This design comes from an exercise in tuning for small area, a short achievable clock period and few clock cycles per item on the open sky130 flow, not from production work.
RTL that was checked went through simulation tests only; none was proved equivalent to the original.

==> fjord: inputs <==
==> flow/design.v (excerpt) <==
module masked_sbox_pipe (
  input  logic        clk,
  input  logic        rst,
  input  logic        in_valid,
  output logic        in_ready,
  input  logic        in_encrypt,
  input  logic [31:0] in_a,
  input  logic [31:0] in_m,
  input  logic [31:0] in_n,
  input  logic        flush,
  output logic        out_valid,
  input  logic        out_ready,
  output logic [31:0] out_q,
  output logic [31:0] out_n,
  output logic        mask_err
);
==> flow/config.mk <==
export PLATFORM = sky130hd
export DESIGN_NAME = masked_sbox_pipe
export DESIGN_NICKNAME = masked_sbox_pipe
export VERILOG_FILES = /design/flow/design.v
export SDC_FILE = /design/flow/constraint.sdc
export NUM_CORES = 4
export LEC_CHECK = 0
export ABC_CLOCK_PERIOD_IN_PS = 27000
export CAP_MARGIN = 20
export CORE_MARGIN = 2
export CORE_UTILIZATION = 40
export SLEW_MARGIN = 20
export SYNTH_HIERARCHICAL = 1
==> flow/constraint.sdc <==
create_clock -name core_clock -period 27.0 [get_ports {clk}]
set_input_delay 5.4000 -clock core_clock [delete_from_list [all_inputs] [get_ports {clk}]]
set_output_delay 5.4000 -clock core_clock [all_outputs]
set_load 0.01 [all_outputs]
standard.sh (not shown) runs the stock make flow with config.mk's settings and CLKGATE_MAP_FILE= SYNTH_SCRIPT=/design/flow/synth_recipe.tcl, a recipe that flattens the netlist after the stock synthesis.
==> flow/flow/run.sh <==
#!/bin/bash
set -euo pipefail
export BUFFER_PORTS_ARGS="-buffer_cell sky130_fd_sc_hd__buf_1"
export CTS_ARGS="-repair_clock_nets -dont_use_dummy_load -buf_list sky130_fd_sc_hd__clkbuf_8"
bash standard.sh > standard_flow.log 2>&1
==> sierra (differences from fjord) <==
==> flow/flow/run.sh (replaced) <==
#!/bin/bash
set -euo pipefail
export BUFFER_PORTS_ARGS="-buffer_cell sky130_fd_sc_hd__buf_1"
export CTS_ARGS="-sink_clustering_enable -repair_clock_nets -dont_use_dummy_load -buf_list sky130_fd_sc_hd__clkbuf_8"
bash standard.sh > standard_flow.log 2>&1
==> raven (differences from fjord) <==
--- a/flow/design.v
+++ b/flow/design.v
@@ -108,20 +108,25 @@
 module sbox_out (
   input  logic [7:0] tq,
   input  logic eq,
   input  logic [7:0] n,
   output logic [7:0] y
 );
   logic s42, s43, s44, s45, s46, s47, s48, s49, s50, s51, s52, s53, s55, s56, s58, s59, s60, s61, s62, s63, s64, s65, s66, s67, s68, s69, s70, s71, s72, s74, s76, s77, s78, s79, s81, s169, s170, s171, s172, s173, s83, s84, s85, s86, s87, s88, s89, s90, s91, s92, s93, s94, s95, s96, s97, s98, s99, s100, s101, s102, s103, s104, s105, s106, s107, s108, s109, s110, s111, s112, s113, s114, s115, s116, s117, s118, s119, s120, s121, s122, s123, s124, s125, s126, s127, s128, s129, s130, s131, s132, s133, s134, s135, s136, s137, s138, s139, s140, s141, s142, s143, s144, s145, s146, s147, s148, s150, s153, s155, s157, s159, s162, s165, s167;
-  logic [3:0] iv0;
+  logic [8:0] iv0;
   gf16inv h0 (.a({s173, s81, s171, s79}), .y(iv0));
-  assign s83 = iv0[0];
-  assign s84 = iv0[1];
-  assign s85 = iv0[2];
-  assign s86 = iv0[3];
+  assign s83 = iv0[3];
+  assign s84 = iv0[4];
+  assign s85 = iv0[6];
+  assign s86 = iv0[8];
+  assign s87 = iv0[7];
+  assign s88 = iv0[0];
+  assign s89 = iv0[2];
+  assign s96 = iv0[1];
+  assign s102 = iv0[5];
   c_xor g0 (.a(tq[4]), .b(tq[0]), .y(s42));
   c_xor g1 (.a(tq[5]), .b(tq[1]), .y(s43));
   c_xor g2 (.a(tq[6]), .b(tq[2]), .y(s44));
   c_xor g3 (.a(tq[7]), .b(tq[3]), .y(s45));
   c_xor g4 (.a(tq[6]), .b(tq[4]), .y(s46));
   c_xor g5 (.a(tq[7]), .b(tq[5]), .y(s47));
   c_xor g6 (.a(tq[2]), .b(tq[0]), .y(s48));
@@ -154,30 +159,25 @@
   c_xor g33 (.a(s72), .b(s76), .y(s79));
   c_xor g34 (.a(s74), .b(s77), .y(s81));
   c_xor g35 (.a(s53), .b(s55), .y(s169));
   c_xor g36 (.a(s169), .b(s71), .y(s170));
   c_xor g37 (.a(s170), .b(s43), .y(s171));
   c_xor g38 (.a(s169), .b(s64), .y(s172));
   c_xor g39 (.a(s172), .b(s78), .y(s173));
-  c_xor g44 (.a(s85), .b(s83), .y(s87));
-  c_xor g45 (.a(s86), .b(s84), .y(s88));
-  c_xor g46 (.a(s88), .b(s87), .y(s89));
   c_nand g47 (.a(s89), .b(s51), .y(s90));
   c_nand g48 (.a(s87), .b(s48), .y(s91));
   c_xor g49 (.a(s91), .b(s90), .y(s92));
   c_nand g50 (.a(s88), .b(s49), .y(s93));
   c_xor g51 (.a(s93), .b(s90), .y(s94));
   c_xor g52 (.a(s92), .b(s94), .y(s95));
-  c_xor g53 (.a(s86), .b(s85), .y(s96));
   c_nand g54 (.a(s96), .b(s59), .y(s97));
   c_nand g55 (.a(s85), .b(tq[2]), .y(s98));
   c_xor g56 (.a(s98), .b(s97), .y(s99));
   c_nand g57 (.a(s86), .b(tq[3]), .y(s100));
   c_xor g58 (.a(s100), .b(s97), .y(s101));
-  c_xor g59 (.a(s84), .b(s83), .y(s102));
   c_nand g60 (.a(s102), .b(s66), .y(s103));
   c_nand g61 (.a(s83), .b(tq[0]), .y(s104));
   c_xor g62 (.a(s104), .b(s103), .y(s105));
   c_nand g63 (.a(s84), .b(tq[1]), .y(s106));
   c_xor g64 (.a(s106), .b(s103), .y(s107));
   c_xor g65 (.a(s105), .b(s94), .y(s108));
   c_xor g66 (.a(s107), .b(s95), .y(s109));
@@ -233,15 +233,15 @@
   c_muxi g116 (.s(eq), .a(s132), .b(s145), .y(s162));
   c_xnor g117 (.a(s162), .b(n[5]), .y(y[5]));
   c_muxi g118 (.s(eq), .a(s133), .b(s148), .y(s165));
   c_xnor g119 (.a(s165), .b(n[6]), .y(y[6]));
   c_muxi g120 (.s(eq), .a(s135), .b(s141), .y(s167));
   c_xnor g121 (.a(s167), .b(n[7]), .y(y[7]));
 endmodule
-module gf16inv (input logic [3:0] a, output logic [3:0] y);
+module gf16inv (input logic [3:0] a, output logic [8:0] y);
   logic [3:0] r;
   always_comb begin
     case (a)
       4'd0: r = 4'd0;
       4'd1: r = 4'd4;
       4'd2: r = 4'd12;
       4'd3: r = 4'd8;
@@ -256,18 +256,23 @@
       4'd12: r = 4'd2;
       4'd13: r = 4'd7;
       4'd14: r = 4'd6;
       4'd15: r = 4'd15;
       default: r = 4'd0;
     endcase
   end
-  assign y[0] = r[0];
-  assign y[1] = r[1];
-  assign y[2] = r[2];
-  assign y[3] = r[3];
+  assign y[0] = r[1] ^ r[3];
+  assign y[1] = r[2] ^ r[3];
+  assign y[2] = r[0] ^ r[1] ^ r[2] ^ r[3];
+  assign y[3] = r[0];
+  assign y[4] = r[1];
+  assign y[5] = r[0] ^ r[1];
+  assign y[6] = r[2];
+  assign y[7] = r[0] ^ r[2];
+  assign y[8] = r[3];
 endmodule
 module c_muxi (input logic s, input logic a, input logic b, output logic y);
   assign y = ~(s ? a : b);
 endmodule
 module c_nand (input logic a, input logic b, output logic y);
   assign y = ~(a & b);
 endmodule
==> flow/flow/run.sh (replaced) <==
#!/bin/bash
set -euo pipefail
export BUFFER_PORTS_ARGS="-buffer_cell sky130_fd_sc_hd__buf_1"
export CTS_ARGS="-sink_clustering_enable -repair_clock_nets -dont_use_dummy_load -buf_list sky130_fd_sc_hd__clkbuf_8"
bash standard.sh > standard_flow.log 2>&1
==> run summary <==
Sequential share of layout area: sierra is higher than raven (0.61 points). First-iteration DRC count is the same in sierra and fjord. Between sierra and raven, the lower core utilization is in raven (gap 0.30 points). Of sierra and raven, raven has the higher cell count (gap 2.8%, measured against raven). Against raven, the cell area of sierra is smaller by about 2.6%. In sequential cell count, sierra and fjord do not differ. Worst setup slack is the same in sierra and fjord. Die area is the same in sierra and fjord. Count of clock-buffer cells in the layout is the same in raven and fjord.
Testbench counts of raven, summed over its fixed seeds: cycles 4,104, items 4,096.
Only the layout flow was run in fjord and sierra; the RTL was not checked for function there.

* * *

==> exp/xenon <==
Another version of the RTL of masked_sbox_pipe (not shown whole).
==> flow/config.mk <==
export PLATFORM = sky130hd
export DESIGN_NAME = masked_sbox_pipe
export DESIGN_NICKNAME = masked_sbox_pipe
export VERILOG_FILES = /design/flow/design.v
export SDC_FILE = /design/flow/constraint.sdc
export NUM_CORES = 4
export LEC_CHECK = 0
export ABC_CLOCK_PERIOD_IN_PS = 27000
export CAP_MARGIN = 20
export CORE_MARGIN = 2
export CORE_UTILIZATION = 40
export SLEW_MARGIN = 20
export SYNTH_HIERARCHICAL = 1
==> flow/constraint.sdc <==
create_clock -name core_clock -period 27.0 [get_ports {clk}]
set_input_delay 5.4000 -clock core_clock [delete_from_list [all_inputs] [get_ports {clk}]]
set_output_delay 5.4000 -clock core_clock [all_outputs]
set_load 0.01 [all_outputs]
==> flow/flow/run.sh <==
#!/bin/bash
set -euo pipefail
export BUFFER_PORTS_ARGS="-buffer_cell sky130_fd_sc_hd__buf_1"
export CTS_ARGS="-sink_clustering_enable -repair_clock_nets -dont_use_dummy_load -buf_list sky130_fd_sc_hd__clkbuf_8"
bash standard.sh > standard_flow.log 2>&1
==> inputs of exp/tundra, as changes to exp/xenon <==
--- a/flow/design.v
+++ b/flow/design.v
@@ -108,13 +108,13 @@
 module sbox_out (
   input  logic [7:0] tq,
   input  logic eq,
   input  logic [7:0] n,
   output logic [7:0] y
 );
-  logic s42, s43, s46, s47, s48, s49, s50, s51, s52, s53, s55, s56, s58, s59, s60, s61, s63, s65, s66, s67, s68, s70, s178, s179, s180, s79, s181, s182, s183, s184, s81, s171, s185, s186, s173, s187, s188, s189, s190, s175, s83, s84, s85, s86, s87, s88, s89, s90, s91, s93, s94, s191, s95, s96, s97, s98, s100, s102, s103, s104, s106, s192, s108, s193, s110, s194, s111, s112, s113, s115, s116, s195, s117, s118, s119, s121, s123, s124, s126, s196, s128, s197, s129, s198, s130, s199, s131, s132, s133, s200, s201, s134, s135, s136, s137, s138, s139, s140, s142, s202, s143, s144, s146, s203, s147, s149, s204, s150, s152, s155, s157, s159, s161, s164, s167, s169;
+  logic s42, s43, s46, s47, s48, s49, s50, s51, s52, s53, s55, s56, s58, s59, s60, s61, s63, s65, s66, s67, s68, s70, s178, s179, s180, s79, s181, s182, s183, s184, s81, s171, s185, s186, s173, s187, s188, s189, s190, s175, s83, s84, s85, s86, s87, s88, s89, s90, s91, s93, s94, s191, s95, s96, s97, s98, s100, s102, s103, s104, s106, s192, s108, s193, s110, s194, s111, s112, s113, s115, s116, s195, s117, s118, s119, s121, s123, s124, s126, s196, s128, s197, s129, s198, s130, s199, s131, s200, s201, s132, s133, s134, s135, s136, s137, s138, s139, s140, s141, s142, s143, s146, s148, s150, s153, s155, s202, s157, s203, s158, s160, s163, s204, s164, s167, s169;
   logic [3:0] iv0;
   gf16inv h0 (.a({s175, s81, s173, s79}), .y(iv0));
   assign s83 = iv0[0];
   assign s84 = iv0[1];
   assign s85 = iv0[2];
   assign s86 = iv0[3];
@@ -198,48 +198,48 @@
   c_xor g81 (.a(s126), .b(s123), .y(s197));
   c_xor g82 (.a(s197), .b(s117), .y(s129));
   c_xor g83 (.a(s119), .b(s118), .y(s198));
   c_xor g84 (.a(s198), .b(s116), .y(s130));
   c_xor g85 (.a(s121), .b(s118), .y(s199));
   c_xor g86 (.a(s199), .b(s117), .y(s131));
-  c_xor g87 (.a(s128), .b(s110), .y(s132));
-  c_xor g88 (.a(s108), .b(s129), .y(s133));
-  c_xor g89 (.a(s106), .b(s103), .y(s200));
-  c_xor g90 (.a(s200), .b(s95), .y(s201));
-  c_xnor g91 (.a(s131), .b(s201), .y(s134));
-  c_xor g92 (.a(s130), .b(s132), .y(s135));
-  c_xnor g93 (.a(s131), .b(s133), .y(s136));
-  c_xor g94 (.a(s111), .b(s132), .y(s137));
-  c_xnor g95 (.a(s130), .b(s110), .y(s138));
-  c_xnor g96 (.a(s128), .b(s133), .y(s139));
-  c_xor g97 (.a(s108), .b(s131), .y(s140));
-  c_xnor g98 (.a(s137), .b(s136), .y(s142));
-  c_xor g99 (.a(s108), .b(s135), .y(s202));
-  c_xnor g100 (.a(s134), .b(s202), .y(s143));
-  c_xor g101 (.a(s128), .b(s108), .y(s144));
-  c_xnor g102 (.a(s130), .b(s139), .y(s146));
-  c_xor g103 (.a(s129), .b(s131), .y(s203));
-  c_xor g104 (.a(s135), .b(s203), .y(s147));
-  c_xnor g105 (.a(s134), .b(s137), .y(s149));
-  c_xor g106 (.a(s111), .b(s135), .y(s204));
-  c_xnor g107 (.a(s134), .b(s204), .y(s150));
-  c_muxi g108 (.s(eq), .a(s136), .b(s111), .y(s152));
-  c_xnor g109 (.a(n[0]), .b(s152), .y(y[0]));
-  c_muxi g110 (.s(eq), .a(s139), .b(s144), .y(s155));
-  c_xnor g111 (.a(n[1]), .b(s155), .y(y[1]));
-  c_muxi g112 (.s(eq), .a(s149), .b(s146), .y(s157));
-  c_xnor g113 (.a(n[2]), .b(s157), .y(y[2]));
-  c_muxi g114 (.s(eq), .a(s147), .b(s142), .y(s159));
-  c_xnor g115 (.a(n[3]), .b(s159), .y(y[3]));
-  c_muxi g116 (.s(eq), .a(s135), .b(s140), .y(s161));
-  c_xnor g117 (.a(n[4]), .b(s161), .y(y[4]));
-  c_muxi g118 (.s(eq), .a(s134), .b(s150), .y(s164));
-  c_xnor g119 (.a(n[5]), .b(s164), .y(y[5]));
-  c_muxi g120 (.s(eq), .a(s138), .b(s143), .y(s167));
+  c_xor g87 (.a(s106), .b(s103), .y(s200));
+  c_xor g88 (.a(s200), .b(s95), .y(s201));
+  c_xor g89 (.a(s131), .b(s201), .y(s132));
+  c_xnor g90 (.a(s130), .b(s110), .y(s133));
+  c_xnor g91 (.a(s128), .b(s133), .y(s134));
+  c_xor g92 (.a(s128), .b(s110), .y(s135));
+  c_xor g93 (.a(s128), .b(s108), .y(s136));
+  c_xnor g94 (.a(s129), .b(s136), .y(s137));
+  c_xnor g95 (.a(s130), .b(s137), .y(s138));
+  c_xor g96 (.a(s108), .b(s131), .y(s139));
+  c_xnor g97 (.a(s129), .b(s139), .y(s140));
+  c_xnor g98 (.a(s128), .b(s137), .y(s141));
+  c_xor g99 (.a(s111), .b(s135), .y(s142));
+  c_xor g100 (.a(s132), .b(s142), .y(s143));
+  c_xor g101 (.a(s108), .b(s134), .y(s146));
+  c_xor g102 (.a(s132), .b(s146), .y(s148));
+  c_muxi g103 (.s(eq), .a(s140), .b(s111), .y(s150));
+  c_xnor g104 (.a(n[0]), .b(s150), .y(y[0]));
+  c_muxi g105 (.s(eq), .a(s137), .b(s136), .y(s153));
+  c_xnor g106 (.a(n[1]), .b(s153), .y(y[1]));
+  c_muxi g107 (.s(eq), .a(s143), .b(s138), .y(s155));
+  c_xnor g108 (.a(n[2]), .b(s155), .y(y[2]));
+  c_xnor g109 (.a(n[3]), .b(s140), .y(s202));
+  c_xnor g110 (.a(s146), .b(s202), .y(s157));
+  c_xor g111 (.a(n[3]), .b(s142), .y(s203));
+  c_xor g112 (.a(s140), .b(s203), .y(s158));
+  c_muxi g113 (.s(eq), .a(s157), .b(s158), .y(y[3]));
+  c_muxi g114 (.s(eq), .a(s134), .b(s139), .y(s160));
+  c_xnor g115 (.a(n[4]), .b(s160), .y(y[4]));
+  c_xor g116 (.a(n[5]), .b(s132), .y(s163));
+  c_xor g117 (.a(n[5]), .b(s130), .y(s204));
+  c_xnor g118 (.a(s204), .b(s143), .y(s164));
+  c_muxi g119 (.s(eq), .a(s163), .b(s164), .y(y[5]));
+  c_muxi g120 (.s(eq), .a(s133), .b(s148), .y(s167));
   c_xnor g121 (.a(n[6]), .b(s167), .y(y[6]));
-  c_muxi g122 (.s(eq), .a(s132), .b(s133), .y(s169));
+  c_muxi g122 (.s(eq), .a(s135), .b(s141), .y(s169));
   c_xnor g123 (.a(n[7]), .b(s169), .y(y[7]));
 endmodule
 module gf16inv (input logic [3:0] a, output logic [3:0] y);
   logic [3:0] r;
   always_comb begin
     case (a)
==> run summary <==
	exp/xenon	exp/tundra
End point of the critical path	out_q[6]	out_q[2]
Filler Cells Inserted	1878	1841
Result of the run	finished clean	finished clean
Met3 track demand over resource in global routing	0.0316	0.0320
Vias in the first global route	5574	5673
Global-route total usage across every layer	0.166	0.170
Detailed-route wire length per cell	14.0 um	14.1 um
Post-placement worst setup slack	15720 ps	15730 ps
Number of cells on the worst reg-to-reg path	1	5
Post-route clock skew	13.0 ps	15.7 ps
Total area of multi-input combinational cells	5580 um2	5580 um2
Fraction of area in clock buffers and inverters	0.0142	0.0142
Total routed wirelength	16800 um	17000 um
Crit path largest cell delay	500 ps	510 ps
Worst setup slack for register-to-register paths	25440 ps	25270 ps
Testbench counts of exp/tundra, summed over its fixed seeds: cycles 4,104, items 4,096.
For exp/xenon, only the layout was checked, not whether the RTL still works.

re-timing with driven ports:
In the flow no input, the clock included, has a driving cell. The finished layouts below were timed again as built, in two steps.
Step 1, drivers: a clkbuf_16 drives clk and a buf_2 each remaining input, both assumed.
Step 2 moves the port delays by t, midway between the first and last clock arrival at a register: inputs arrive t later, outputs are due t later. That takes back most of the time a late clock gives input paths.
Slacks: no drivers / after step 1 / after step 2; pairs: no drivers / after step 1.
| run | t, ns | setup WS [ns] | cell pins on the clock port's net |
|---|---|---|---|
| fjord | 0.385 | 15.408 / 15.372 / 15.676 | 1 |
| sierra | 0.385 | 15.408 / 15.372 / 15.676 | 1 |
| raven | 0.392 | 15.515 / 15.480 / 15.672 | 1 |
| exp/xenon | 0.388 | 15.625 / 15.592 / 15.693 | 1 |
| exp/tundra | 0.394 | 15.706 / 15.672 / 15.700 | 1 |
After both steps every run listed still meets setup and hold. The setup slack of exp/tundra, which loses most, moves by -0.034 ns with the drivers and by -0.006 ns with both steps.
